This design comes from an exercise in tuning for small area, a short achievable clock period and few clock cycles per item on the open sky130 flow, not from production work. The RTL was checked by simulation tests, not by an equivalence proof against the original design.

==> flow/design.v <==
package tpbe_pkg;
  localparam int unsigned CMD_W      = 2;
  localparam int unsigned COORD_W    = 16;
  localparam int unsigned VALUE_W    = 18;
  localparam int unsigned TERM_W     = 4;
  localparam int unsigned ORDER_W    = 2;
  localparam int unsigned CFG_IDX_W  = 1;
  localparam int unsigned CFG_DATA_W = 2;
endpackage
module tensor_polynomial_basis_eval_top (
  input  logic                                clk_i,
  input  logic                                rst_ni,
  input  logic                                item_valid_i,
  output logic                                item_ready_o,
  input  logic [tpbe_pkg::CMD_W-1:0]          item_command_i,
  input  logic signed [tpbe_pkg::COORD_W-1:0] item_coord_a_i,
  input  logic signed [tpbe_pkg::COORD_W-1:0] item_coord_b_i,
  output logic                                result_valid_o,
  input  logic                                result_ready_i,
  output logic signed [tpbe_pkg::VALUE_W-1:0] result_value_o,
  output logic [tpbe_pkg::TERM_W-1:0]         result_term_index_o,
  output logic                                result_last_o,
  output logic                                result_bad_setting_o,
  input  logic                                cfg_we_i,
  input  logic [tpbe_pkg::CFG_IDX_W-1:0]      cfg_idx_i,
  input  logic [tpbe_pkg::CFG_DATA_W-1:0]     cfg_wdata_i
);
  localparam logic [2:0] OP_B2 = 3'd0;   
  localparam logic [2:0] OP_D3 = 3'd1;   
  localparam logic [2:0] OP_T  = 3'd2;   
  localparam logic [2:0] OP_LO = 3'd3;   
  localparam logic [2:0] OP_HI = 3'd4;   
  localparam logic [2:0] OP_L0 = 3'd5;   
  localparam logic [2:0] OP_L1 = 3'd6;   
  localparam logic [2:0] OP_L2 = 3'd7;   
  function automatic logic signed [15:0] clamp(input logic signed [15:0] x);
    if (x > 16'sd16384)       clamp = 16'sd16384;
    else if (x < -16'sd16384) clamp = -16'sd16384;
    else                      clamp = x;
  endfunction
  function automatic logic [4:0] op_at(input logic lag, input logic [1:0] p, input logic dm,
                                       input logic [3:0] st);
    op_at = '0;
    if (!lag && p == 2'd2) begin
      case (st)
        4'd0: op_at = {2'b10, OP_B2};
        4'd1: if (!dm) op_at = {2'b11, OP_B2};
        default: ;
      endcase
    end else if (!lag && p == 2'd3) begin
      case (st)
        4'd0: op_at = {2'b10, OP_T};
        4'd1: op_at = {2'b10, OP_B2};
        4'd2: op_at = {2'b10, OP_LO};
        4'd3: op_at = dm ? {2'b11, OP_D3} : {2'b11, OP_B2};
        4'd4: op_at = {2'b10, OP_HI};
        4'd5: if (!dm) op_at = {2'b11, OP_T};
        4'd6: if (!dm) op_at = {2'b11, OP_LO};
        4'd7: if (!dm) op_at = {2'b11, OP_HI};
        default: ;
      endcase
    end else if (lag && p == 2'd2) begin
      case (st)
        4'd0: op_at = {2'b10, OP_L0};
        4'd1: op_at = {2'b10, OP_L1};
        4'd2: op_at = {2'b10, OP_L2};
        4'd3: if (!dm) op_at = {2'b11, OP_L0};
        4'd4: if (!dm) op_at = {2'b11, OP_L1};
        4'd5: if (!dm) op_at = {2'b11, OP_L2};
        default: ;
      endcase
    end
  endfunction
  logic       kind_q;
  logic [1:0] ord_q;
  always_ff @(posedge clk_i or negedge rst_ni) begin
    if (!rst_ni) begin
      kind_q <= 1'b0;
      ord_q  <= 2'd1;
    end else if (cfg_we_i) begin
      if (cfg_idx_i[0]) ord_q  <= cfg_wdata_i;
      else              kind_q <= cfg_wdata_i[0];
    end
  end
  logic lag, bad;
  assign lag = kind_q;
  assign bad = kind_q && (ord_q[1] == ord_q[0]);
  logic               fv_q;
  logic [1:0]         fcmd_q;
  logic signed [15:0] za_q, zb_q;
  logic [3:0]         fstep_q;
  logic signed [15:0] fx0_q, fx1_q, fx2_q, fy0_q, fy1_q;
  logic signed [17:0] fy2_q;
  logic signed [17:0] th_q;      
  logic signed [14:0] tlo_q;     
  logic               bv_q;
  logic [1:0]         bcmd_q;
  logic [1:0]         bi_q, bj_q;
  logic [3:0]         bk_q;
  logic signed [15:0] bx0_q, bx1_q, bx2_q, by0_q;
  logic signed [16:0] by1_q;
  logic signed [17:0] by2_q;
  logic               s0_bv_q, s0_triv_q, s0_last_q, s0_bad_q;
  logic [3:0]         s0_k_q;
  logic signed [17:0] s0_tval_q;
  logic               s0_opv_q, s0_opa_q, s0_neg_q;
  logic [2:0]         s0_opt_q;
  logic signed [18:0] s0_a_q;
  logic signed [15:0] s0_b_q;
  logic               ov_q, olast_q, obad_q;
  logic signed [17:0] oval_q;
  logic [3:0]         ok_q;
  logic               sv_q, slast_q, sbad_q;
  logic signed [17:0] sval_q;
  logic [3:0]         sk_q;
  logic adv;
  assign adv = !sv_q;
  logic [4:0]  cur_op;
  logic        op_v, op_a, dep_wait, op_go, fdone;
  logic [2:0]  op_t;
  logic        fdm;
  assign fdm    = (fcmd_q != 2'd0);
  assign cur_op = op_at(lag, ord_q, fdm, fstep_q);
  assign op_v   = fv_q && cur_op[4];
  assign op_a   = cur_op[3];
  assign op_t   = cur_op[2:0];
  assign dep_wait = s0_opv_q && (s0_opt_q == OP_T || s0_opt_q == OP_LO) &&
                    (op_t == OP_LO || op_t == OP_HI);
  assign fdone  = fv_q && !cur_op[4] && !s0_opv_q;
  logic signed [15:0] oz;
  logic signed [18:0] zz, ad_p1, ad_p2, ad_sum;
  logic               ad_ci;
  assign oz = (op_a || fdone) ? za_q : zb_q;
  assign zz = 19'(oz);
  always_comb begin
    ad_p1 = '0;
    ad_p2 = '0;
    ad_ci = 1'b0;
    if (fdone) begin
      if (lag) begin             
        ad_p2 = ~(zz <<< 1);
        ad_ci = 1'b1;
      end else begin             
        ad_p1 = zz <<< 1;
        ad_p2 = zz;
      end
    end else begin
      case (op_t)
        OP_B2: begin ad_p1 = zz <<< 1; ad_p2 = zz; end
        OP_T:  begin ad_p1 = zz <<< 2; ad_p2 = zz; end
        OP_D3: begin ad_p1 = zz <<< 4; ad_p2 = ~zz; ad_ci = 1'b1; end
        OP_L0: begin ad_p1 = zz; ad_p2 = -19'sd16384; end
        OP_L2: begin ad_p1 = zz; ad_p2 = 19'sd16384; end
        OP_L1: begin ad_p2 = ~zz; ad_ci = 1'b1; end
        default: ;
      endcase
    end
  end
  assign ad_sum = ad_p1 + ad_p2 + 19'(ad_ci);
  logic signed [18:0] op_av;
  logic               op_neg;
  logic               zabs_lt9460, zabs_lt7328;
  assign zabs_lt9460 = (oz < 16'sd9460) && (oz > -16'sd9460);
  assign zabs_lt7328 = (oz < 16'sd7328) && (oz > -16'sd7328);
  always_comb begin
    op_av  = ad_sum;
    op_neg = 1'b0;
    case (op_t)
      OP_B2: op_neg = zabs_lt9460;
      OP_D3: op_neg = zabs_lt7328;
      OP_LO: begin op_av = 19'($signed({1'b0, tlo_q[12:0]})); op_neg = oz[15] ^ th_q[17]; end
      OP_HI: op_av = 19'(th_q);
      OP_L0: op_neg = (oz > 16'sd0) && (oz < 16'sd16384);
      OP_L2: op_neg = (oz < 16'sd0) && (oz > -16'sd16384);
      default: ;
    endcase
  end
  logic       bdm, bswap, b_last, xconst, yc16k;
  logic [1:0] xn, yn, xs, ys;
  logic signed [15:0] xv;
  logic signed [17:0] yv, tval;
  logic       triv, b_mac;
  assign bdm    = (bcmd_q != 2'd0);
  assign bswap  = (bcmd_q == 2'd2);
  assign xn     = bswap ? bj_q : bi_q;
  assign yn     = bswap ? bi_q : bj_q;
  assign b_last = (bi_q == ord_q) && (bj_q == ord_q);
  assign xs     = lag ? xn : xn - 2'd1;
  assign ys     = lag ? yn : yn - 2'd1;
  assign xconst = !lag && (xn == 2'd0);
  assign yc16k  = !lag && (bdm ? (yn == 2'd1) : (yn == 2'd0));
  always_comb begin
    case (xs)
      2'd0:    xv = bx0_q;
      2'd1:    xv = bx1_q;
      default: xv = bx2_q;
    endcase
    if (xconst) xv = 16'sd16384;
    case (ys)
      2'd0:    yv = 18'(by0_q);
      2'd1:    yv = 18'(by1_q);
      default: yv = by2_q;
    endcase
    if (yc16k) yv = 18'sd16384;
    else if (!lag && yn == 2'd0) yv = 18'sd0;
  end
  assign triv = bad || xconst || yc16k || (!lag && yn == 2'd0);
  assign tval = bad ? 18'sd0 : xconst ? yv : yc16k ? 18'(xv) : 18'sd0;
  assign b_mac = bv_q && !triv;
  logic op_prio, b_go;
  assign op_prio = lag || (bi_q == ord_q);
  assign op_go   = op_v && !dep_wait && (!b_mac || op_prio);
  assign b_go    = bv_q && !(b_mac && op_go);
  logic xfer;
  assign xfer = fdone && (!bv_q || (b_last && b_go));
  assign item_ready_o = !fv_q || (xfer && adv);
  function automatic logic signed [15:0] lag1_b0(input logic signed [15:0] z);
    lag1_b0 = 16'sd8192 - (z >>> 1);
  endfunction
  function automatic logic signed [15:0] lag1_b1(input logic signed [15:0] z);
    lag1_b1 = 16'sd8192 + (z >>> 1) + $signed({15'd0, z[0]});
  endfunction
  logic signed [15:0] nbx0, nbx1, nbx2, nby0;
  logic signed [16:0] nby1;
  logic signed [17:0] nby2;
  always_comb begin
    nbx0 = fx0_q;
    nbx1 = fx1_q;
    nbx2 = fx2_q;
    nby0 = fy0_q;
    nby1 = 17'(fy1_q);
    nby2 = fy2_q;
    if (!lag) begin
      nbx0 = zb_q;
      nby0 = za_q;
      if (fdm) nby1 = ad_sum[16:0];
    end else if (ord_q == 2'd1) begin
      nbx0 = lag1_b0(zb_q);
      nbx1 = lag1_b1(zb_q);
      nby0 = fdm ? -16'sd8192 : lag1_b0(za_q);
      nby1 = fdm ? 17'sd8192 : 17'(lag1_b1(za_q));
    end else if (fdm) begin
      nby0 = za_q - 16'sd8192;
      nby1 = ad_sum[16:0];
      nby2 = 18'(za_q) + 18'sd8192;
    end
  end
  logic signed [32:0] mac_c, mac_r;
  logic signed [34:0] mac_p;
  logic signed [32:0] negc, tloc;
  assign negc = {32'd0, s0_neg_q};
  assign tloc = {{18{tlo_q[14]}}, tlo_q};
  always_comb begin
    if (!s0_opv_q) begin
      mac_c = 33'sd8192 - negc;
    end else begin
      case (s0_opt_q)
        OP_B2:   mac_c = -33'sd268435456 + 33'sd16384 - negc;
        OP_D3:   mac_c = -33'sd805306368 + 33'sd16384 - negc;
        OP_T:    mac_c = -33'sd805306368;
        OP_LO:   mac_c = 33'sd0 - negc;
        OP_HI:   mac_c = 33'sd32768 + tloc;
        OP_L1:   mac_c = 33'sd268435456 + 33'sd8192;
        default: mac_c = 33'sd16384 - negc;
      endcase
    end
  end
  assign mac_p = s0_a_q * s0_b_q;
  assign mac_r = mac_p[32:0] + mac_c;
  logic signed [17:0] beat_val;
  assign beat_val = s0_triv_q ? s0_tval_q : mac_r[31:14];
  always_ff @(posedge clk_i or negedge rst_ni) begin
    if (!rst_ni) begin
      fv_q     <= 1'b0;
      bv_q     <= 1'b0;
      s0_bv_q  <= 1'b0;
      s0_opv_q <= 1'b0;
      ov_q     <= 1'b0;
      sv_q     <= 1'b0;
    end else begin
      if (item_valid_i && item_ready_o) begin
        fv_q <= (item_command_i != 2'd3);
      end else if (xfer && adv) begin
        fv_q <= 1'b0;
      end
      if (adv) begin
        if (xfer)             bv_q <= 1'b1;
        else if (b_go && b_last) bv_q <= 1'b0;
        s0_bv_q  <= b_go;
        s0_opv_q <= op_go;
      end
      if (sv_q) begin
        if (result_ready_i) begin
          ov_q <= 1'b1;
          sv_q <= 1'b0;
        end
      end else if (!ov_q || result_ready_i) begin
        ov_q <= s0_bv_q;
      end else begin
        sv_q <= s0_bv_q;
      end
    end
  end
  always_ff @(posedge clk_i) begin
    if (item_valid_i && item_ready_o) begin
      fcmd_q  <= item_command_i;
      za_q    <= clamp(item_coord_a_i);
      zb_q    <= clamp(item_coord_b_i);
      fstep_q <= '0;
    end else if (adv && op_go) begin
      fstep_q <= fstep_q + 4'd1;
    end
    if (adv) begin
      if (xfer) begin
        bcmd_q <= fcmd_q;
        bi_q   <= '0;
        bj_q   <= '0;
        bk_q   <= '0;
        bx0_q  <= nbx0;
        bx1_q  <= nbx1;
        bx2_q  <= nbx2;
        by0_q  <= nby0;
        by1_q  <= nby1;
        by2_q  <= nby2;
      end else if (b_go) begin
        bk_q <= bk_q + 4'd1;
        if (bj_q == ord_q) begin
          bj_q <= '0;
          bi_q <= bi_q + 2'd1;
        end else begin
          bj_q <= bj_q + 2'd1;
        end
      end
      s0_triv_q <= triv;
      s0_tval_q <= tval;
      s0_last_q <= b_last;
      s0_bad_q  <= bad;
      s0_k_q    <= bk_q;
      s0_opa_q  <= op_a;
      s0_opt_q  <= op_t;
      if (b_mac && !op_go) begin
        s0_a_q   <= 19'(yv);
        s0_b_q   <= xv;
        s0_neg_q <= xv[15] ^ yv[17];
      end else begin
        s0_a_q   <= op_av;
        s0_b_q   <= oz;
        s0_neg_q <= op_neg;
      end
      if (s0_opv_q) begin
        case (s0_opt_q)
          OP_B2: if (s0_opa_q) fy1_q <= mac_r[30:15]; else fx1_q <= mac_r[30:15];
          OP_D3: fy2_q <= mac_r[32:15];
          OP_T: begin
            th_q  <= mac_r[30:13];
            tlo_q <= {2'b00, mac_r[12:0]};
          end
          OP_LO: tlo_q <= mac_r[27:13];
          OP_HI: if (s0_opa_q) fy2_q <= 18'($signed(mac_r[31:16])); else fx2_q <= mac_r[31:16];
          OP_L0: if (s0_opa_q) fy0_q <= mac_r[30:15]; else fx0_q <= mac_r[30:15];
          OP_L1: if (s0_opa_q) fy1_q <= mac_r[29:14]; else fx1_q <= mac_r[29:14];
          default: if (s0_opa_q) fy2_q <= 18'($signed(mac_r[30:15])); else fx2_q <= mac_r[30:15];
        endcase
      end
    end
    if (sv_q) begin
      if (result_ready_i) begin
        oval_q  <= sval_q;
        ok_q    <= sk_q;
        olast_q <= slast_q;
        obad_q  <= sbad_q;
      end
    end else if (!ov_q || result_ready_i) begin
      oval_q  <= beat_val;
      ok_q    <= s0_k_q;
      olast_q <= s0_last_q;
      obad_q  <= s0_bad_q;
    end else begin
      sval_q  <= beat_val;
      sk_q    <= s0_k_q;
      slast_q <= s0_last_q;
      sbad_q  <= s0_bad_q;
    end
  end
  assign result_valid_o       = ov_q;
  assign result_value_o       = oval_q;
  assign result_term_index_o  = ok_q;
  assign result_last_o        = olast_q;
  assign result_bad_setting_o = obad_q;
endmodule
==> flow/run.sh <==
#!/bin/bash
# synth_recipe.tcl (not shown) runs the flow's synth.tcl, then flattens the netlist and writes it again
# the make line also repeats each setting of config.mk as NAME=value (left out here)
make -C /OpenROAD-flow-scripts/flow DESIGN_CONFIG=/design/flow/config.mk WORK_HOME=/design/flow/orfs CLKGATE_MAP_FILE= SYNTH_SCRIPT=/design/flow/synth_recipe.tcl finish
==> flow/config.mk <==
export PLATFORM = sky130hd
export DESIGN_NAME = tensor_polynomial_basis_eval_top
export DESIGN_NICKNAME = tensor_polynomial_basis_eval_top
export VERILOG_FILES = /design/flow/design.v
export SDC_FILE = /design/flow/constraint.sdc
export NUM_CORES = 4
export LEC_CHECK = 0
export CAP_MARGIN = 20
export CORE_MARGIN = 2
export CORE_UTILIZATION = 40
export SLEW_MARGIN = 20
==> flow/constraint.sdc <==
create_clock -name core_clock -period 12.0 [get_ports {clk_i}]
set_input_delay 2.4000 -clock core_clock [delete_from_list [all_inputs] [get_ports {clk_i}]]
set_output_delay 2.4000 -clock core_clock [all_outputs]
set_load 0.01 [all_outputs]
==> results of run 1 <==
-- sequential cells by signal, indices dropped and copies added (netlist names), 17 cells and up --
register / cells
s0_a_q: 19
by2_q: 18
fy2_q: 18
oval_q: 18
s0_tval_q: 18
sval_q: 18
th_q: 18
by1_q: 17
-- synth_stat cells, types with 57 or more instances --
cell / n
edfxtp_1: 387
mux2i_1: 91
fa_1: 318
nand2_1: 353
nor2_1: 204
a21oi_1: 150
o21ai_0: 175
clkbuf_1: 154
inv_1: 410
xnor2_1: 76
mux2_2: 57
ha_1: 128
and2_1: 178
-- final cells by class --
cell class                 count  area, um2
clock buffer                  50       1140
inverter                     414       1560
tap                         1070       1340
timing repair buffer         114       1020
multi-input combinational   2262      19100
fill                        7774      45700
clock inverter                32        274
sequential                   400      11900
-- how the worst min path moves through the flow --
stage               startpoint  slack [ps]  depth (start not counted)         to
finish                fx2_q[1]         420                          0   bx2_q[1]
global route          fx2_q[6]         430                          0   bx2_q[6]
CTS                   fx2_q[1]         420                          0   bx2_q[1]
detailed placement    fx2_q[1]         400                          0   bx2_q[1]
global placement     fx2_q[10]         400                          0  bx2_q[10]
floorplan             fx2_q[0]         400                          0   bx2_q[0]
-- stage by stage --
stage	hold slack [ps]	cells
6_report	419	4342
5_1_grt	428	4342
4_1_cts	416	4342
3_5_place_dp	405	4260
3_3_place_gp	401	4259
2_1_floorplan	400	3257
-- per-layer routing --
metal / up-vias / GRT usage, % / share of wire, % / wire length [um]
li1: 11004 / - / - / -
met1: 12059 / 31.8 / 43 / 41300
met2: 928 / 36.7 / 46 / 44300
met4: 0 / 6.84 / 2.9 / 2760
met3: 142 / 3.56 / 8.0 / 7650
met5: - / 0 / 0 / 0
-- kinds of logic (layout without fill, tap and decap cells) --
logic type                 after synthesis  after routing
and+or+nand+nor                        955            955
AOI/OAI and AO/OA                      603            603
buffers and inverters                  595            610
adders and majority gates              446            446
DFF                                    400            400
muxes                                  148            148
xor gates and xnor gates               110            110
==> flow_summary.yaml, run 1 <==
outcome:
  status: "finished clean"
setup_path:
  crit_path_top_delay_cell: "fa_1"
  rrSetupSlack_ps: 4020
  cp_data_required_time_ps: 12330
  worstSetupStartpoint: "s0_opt_q[1]"
  path_buf_inv: 5
  reg2reg_to: "oval_q[16]"
  path_class: "reg2reg"
  path_depth: 23
  rr_worst_depth: 23
  cp_top_family: "adder cells"
  critPathLaunchType: "register"
  cp-end-kind: "register"
  max_stage_delay_ps: 700
  crit_path_end: "oval_q[16]"
  crit_arrival_ps: 8310
  path_max_fanout: 18
  cp_cell_sequence: "clkinv_1 -> nor2_1 -> nand2_1 -> nor3_1 -> ha_1 -> inv_1 -> fa_1 -> inv_1 -> fa_1 -> fa_1 -> inv_1 -> fa_1 -> inv_1 -> ha_1 -> nand3_1 -> a21oi_1 -> o21ai_0 -> nand2b_1 -> a2111o_1 -> o221ai_1 -> xnor2_1 -> mux2_2 -> mux2_2"
  rr_startpoint: "s0_opt_q[1]"
finish:
  design_area_mm2: 0.0364
  diodes: 0
  drive_gt1_share_pct: 7.37
  syn2layout_area_growth_pct: 9.62
  finish.utilization_pct: 44.3
  mostFrequentLayoutCells: "409 x inv_1, 387 x edfxtp_1, 352 x nand2_1, 318 x fa_1, 201 x nor2_1"
  layout_commonest_cell: "inv_1"
  fin_nets: 3724
placement:
  place.gp.congestion: 0.897
  place_ws_ps: 4100
  hpwl_um: 73400
  place_area_mm2: 0.0350
  numPortBuffers: 67
global_routing:
  track_usage_pct: 22.8
  grt-ovfl-total: 0
  antenna_found_initial: 3
  grt_pass1_vias: 24183
  grt_pass1_wl_um: 149000
  grt_max_degree: 75
floorplanning:
  die_w_um: 292
  rows: 105
  dieHeight_um: 292
  dieArea_mm2: 0.0853
  start_util_pct: 40.4
  pin_count: 68
  coreArea_mm2: 0.0821
drt:
  wl_per_cell_um: 22.1
  drt_iter0_drc: 2030
  drtPass1Iterations: 6
  vias_per_cell: 5.56
  drt-total-wl_um: 95900
  drc_errors: 0
  ant_nets: 0
  num_vias: 24133
yosys:
  ys_ff_latch: 400
  synthMuxAreaShare_pct: 4.68
  synth-compound-area-share_pct: 11.9
  yosysTopAreaCellShare_pct: 35.0
  synth_xor_area_share_pct: 2.92
  synth_edf_count: 387
  synth_nets: 3745
  synthCells: 3257
  synth_cell_types: 99
  yosys_most_used_dff: "edfxtp_1"
  synth_area_leader_cell: "edfxtp_1"
  synth_top_family_by_area: "adder cells"
  synth_area_mm2: 0.0332
  synth-async-reset-ratio_pct: 2.25
  yosys.area_share.simple_pct: 13.7
  synthTopCellsByArea: "edfxtp_1 35%, fa_1 19%, ha_1 4.8%"
  yosys_warnings: 1
  synth_fa_ha_area_share_pct: 24.0
  ys_seq_area_share_pct: 35.9
  avgSynthCellArea_um2: 10.2
clock_network:
  clock_latency_ps: 590
  htreeDepth: 2
  ctsResizeCount: 0
  cts_made_buffers: 44
  clock-sinks: 400
  cts_setup_buffers: 0
  cts_hold_buffers: 0
  root_buffer: "clkbuf_16"
  cts_tree: "built"
  clk_path_buf_depth: 3
  clk_pin_slew_ps: 70
timing:
  hold_viol_final: 0
  tns_ps: 0
  clock_skew_ps: 24.5
  grt_setup_unrepaired: "no"
  tightest_slew_ps: 1170
  final_max_slew_viol_count: 0
  min_period_over_period_pct: 66.5
  fin_ws_ps: 4020
  final-setup-viol-count: 0
  period_needed_ps: 7980
  max_freq_mhz: 125
  slew-limit-headroom_pct: 20.1
job:
  max-cap-violations: 0
hold_path:
  hp-class: "reg2reg"
Testbench counts, summed over its fixed seeds: cycles 20,471, beats 18,820.
==> run 2, diff against run 1 <==
--- a/flow/config.mk
+++ b/flow/config.mk
@@ -8,4 +8,6 @@
 export CAP_MARGIN = 20
 export CORE_MARGIN = 2
 export CORE_UTILIZATION = 40
+export SETUP_SLACK_MARGIN = 5
 export SLEW_MARGIN = 20
+export TNS_END_PERCENT = 100
==> flow_summary.yaml, run 2 <==
outcome:
  status: "finished clean"
clock_network:
  htreeDepth: 2
  clock-sinks: 400
  cts_made_buffers: 44
  cts_tree: "built"
  clk_pin_slew_ps: 70
  root_buffer: "clkbuf_16"
  clk_path_buf_depth: 3
  clock_latency_ps: 590
  cts_hold_buffers: 0
floorplanning:
  rows: 105
  dieHeight_um: 292
  dieArea_mm2: 0.0853
  coreArea_mm2: 0.0821
  start_util_pct: 40.4
  die_w_um: 292
  pin_count: 68
setup_path:
  path_buf_inv: 6
  cp_top_family: "adder cells"
  path_class: "reg2reg"
  cp-end-kind: "register"
  worstSetupStartpoint: "s0_a_q[17]"
  rr_startpoint: "s0_a_q[17]"
  path_max_fanout: 10
  critPathLaunchType: "register"
  max_stage_delay_ps: 540
  cp_data_required_time_ps: 12330
  cp_cell_sequence: "buf_4 -> buf_4 -> and2_1 -> fa_1 -> inv_1 -> fa_1 -> inv_1 -> fa_1 -> fa_1 -> fa_1 -> inv_1 -> fa_1 -> inv_1 -> ha_2 -> a21oi_1 -> a21oi_1 -> o21ai_0 -> nand2b_1 -> a2111o_1 -> o221ai_4 -> xnor2_4 -> mux2_2 -> mux2_2"
  crit_arrival_ps: 7220
  cpMostUsedCell: "fa_1"
  crit_path_top_delay_cell: "fa_1"
drt:
  drt_iter0_drc: 2256
  vias_per_cell: 5.56
  drtPass1Iterations: 5
  drt-total-wl_um: 99400
  ant_nets: 0
  num_vias: 24751
  drc_errors: 0
  wl_per_cell_um: 22.3
global_routing:
  antenna_found_initial: 3
  track_usage_pct: 23.5
  grt-ovfl-total: 0
  grt_max_degree: 66
  grt_pass1_vias: 24747
  grt_pass1_wl_um: 152000
timing:
  min_period_over_period_pct: 57.4
  tightest_slew_ps: 1170
  tns_ps: 0
  fin_ws_ps: 5110
  hold_viol_final: 0
  hold_ws_ps: 422
  max_freq_mhz: 145
  final_max_slew_viol_count: 0
  grt_setup_unrepaired: "yes"
  slew-limit-headroom_pct: 20.1
  period_needed_ps: 6890
  clock_skew_ps: 22.3
  final-setup-viol-count: 0
yosys:
  synth_area_mm2: 0.0332
  synthTopCellsByArea: "edfxtp_1 35%, fa_1 19%, ha_1 4.8%"
  synth_edf_count: 387
  yosys_warnings: 1
  yosys_most_used_dff: "edfxtp_1"
  synth.most_common_cell: "inv_1"
  synthCells: 3257
  synth_area_leader_cell: "edfxtp_1"
  synth_cell_types: 99
  yosysTopAreaCellShare_pct: 35.0
  synth-async-reset-ratio_pct: 2.25
  avgSynthCellArea_um2: 10.2
  ys_ff_latch: 400
  synth_nets: 3745
  ys_seq_area_share_pct: 35.9
  synth_common_cells: "410 x inv_1, 387 x edfxtp_1, 353 x nand2_1"
finish:
  max_flop_register: "s0_a_q"
  largest_reg_flops: 19
  drive_gt1_share_pct: 12.1
  layout_commonest_cell: "inv_1"
  finish.utilization_pct: 46.1
  mostFrequentLayoutCells: "407 x inv_1, 387 x edfxtp_1, 346 x nand2_1, 311 x fa_1, 197 x nor2_1"
  fin_nets: 3837
  fin_cells: 4451
  diodes: 0
  syn2layout_area_growth_pct: 14.1
placement:
  numPortBuffers: 67
  dp.cells: 4261
  place.gp.congestion: 0.903
  place_ws_ps: 4020
  hpwl_um: 73900
job:
  max-cap-violations: 0
hold_path:
  holdCritStartpoint: "fx2_q[3]"
  hp-class: "reg2reg"
run 2: cell families (layout without fill, tap and decap cells):
logic type | count (synthesis) | in the layout | share of synthesized area, %
AO/OA/AOI/OAI | 603 | 603 | 11.9
multiplexers | 148 | 148 | 4.68
XOR/XNOR | 110 | 110 | 2.92
buffers and inverters | 595 | 719 | 6.82
AND/OR/NAND/NOR | 955 | 955 | 13.7
adder cells (fa/ha/maj) | 446 | 446 | 24.0
flip-flops | 400 | 400 | 35.9
run 2: final cells by class:
class                           count  area, um2
Clock buffer                       52       1130
Clock inverter                     26        335
Fill cell                        7673      44200
Inverter                          414       1570
Multi-Input combinational cell   2262      19500
Sequential cell                   400      11900
Tap cell                         1070       1340
Timing Repair Buffer              227       2100
run 2: timing repair:
item | 4_1_cts | 5_1_grt
cloned | 0 | 0
pin swaps | 1 | 17
buffers inserted | 88 | 22
setup endpoints to repair | 156 | 113
resized for setup | 27 | 52
run 2: path summary, 6_finish.rpt:
| kind | end | slack [ps] | depth (start not counted) |
|---|---|---|---|
| setup / recovery | oval_q[16] | 5110 | 23 |
| hold / removal | bx2_q[3] | 420 | 0 |
| setup reg to reg | oval_q[16] | 5110 | 23 |
| hold reg to reg | bx2_q[3] | 420 | 0 |
| max in group asynchronous | kind_q | 9490 | 1 |
| min in group asynchronous | ov_q | 2150 | 1 |
run 2: per-layer routing:
metal / part of all wire (%) / global-route usage [%] / wire, um / vias to the layer above
met4: 3.1 / 7.29 / 3090 / 0
li1: - / - / - / 11226
met1: 43 / 32.1 / 42400 / 12407
met2: 46 / 37.4 / 45800 / 947
met5: 0 / 0 / 0 / -
met3: 8.2 / 5.01 / 8160 / 171
run 2: metrics by stage:
step | instance area [um2]
2_1_floorplan | 33200
3_3_place_gp | 35000
3_5_place_dp | 35000
4_1_cts | 37400
5_1_grt | 37900
6_report | 37900

## what the ideal ports hide
The flow's constraints put no driver on any port. The routed layouts listed below were extracted and timed again, unchanged, in two steps.
Step 1 sets driving cells, clkbuf_16 on the clock port and buf_2 on the other inputs (assumed; they add their load-dependent delay and slew).
Step 2 moves the port delays by t, midway between the first and last clock arrival at a register: inputs arrive t later, outputs are due t later. That takes back most of the time a late clock gives input paths.
a / b / c = ideal / step 1 / step 2; a / b = the first two.
run	t, ns	setup WS [ns]	hold WS [ns]	clock arrival spread, ns	worst register clock-pin slew, ns
run 1	0.641	4.020 / 4.020 / 4.020	0.419 / 0.419 / 0.419	0.025 / 0.025	0.07 / 0.07
run 2	0.636	5.112 / 5.112 / 5.112	0.422 / 0.422 / 0.422	0.022 / 0.022	0.07 / 0.07
After both steps every run listed still meets setup and hold.
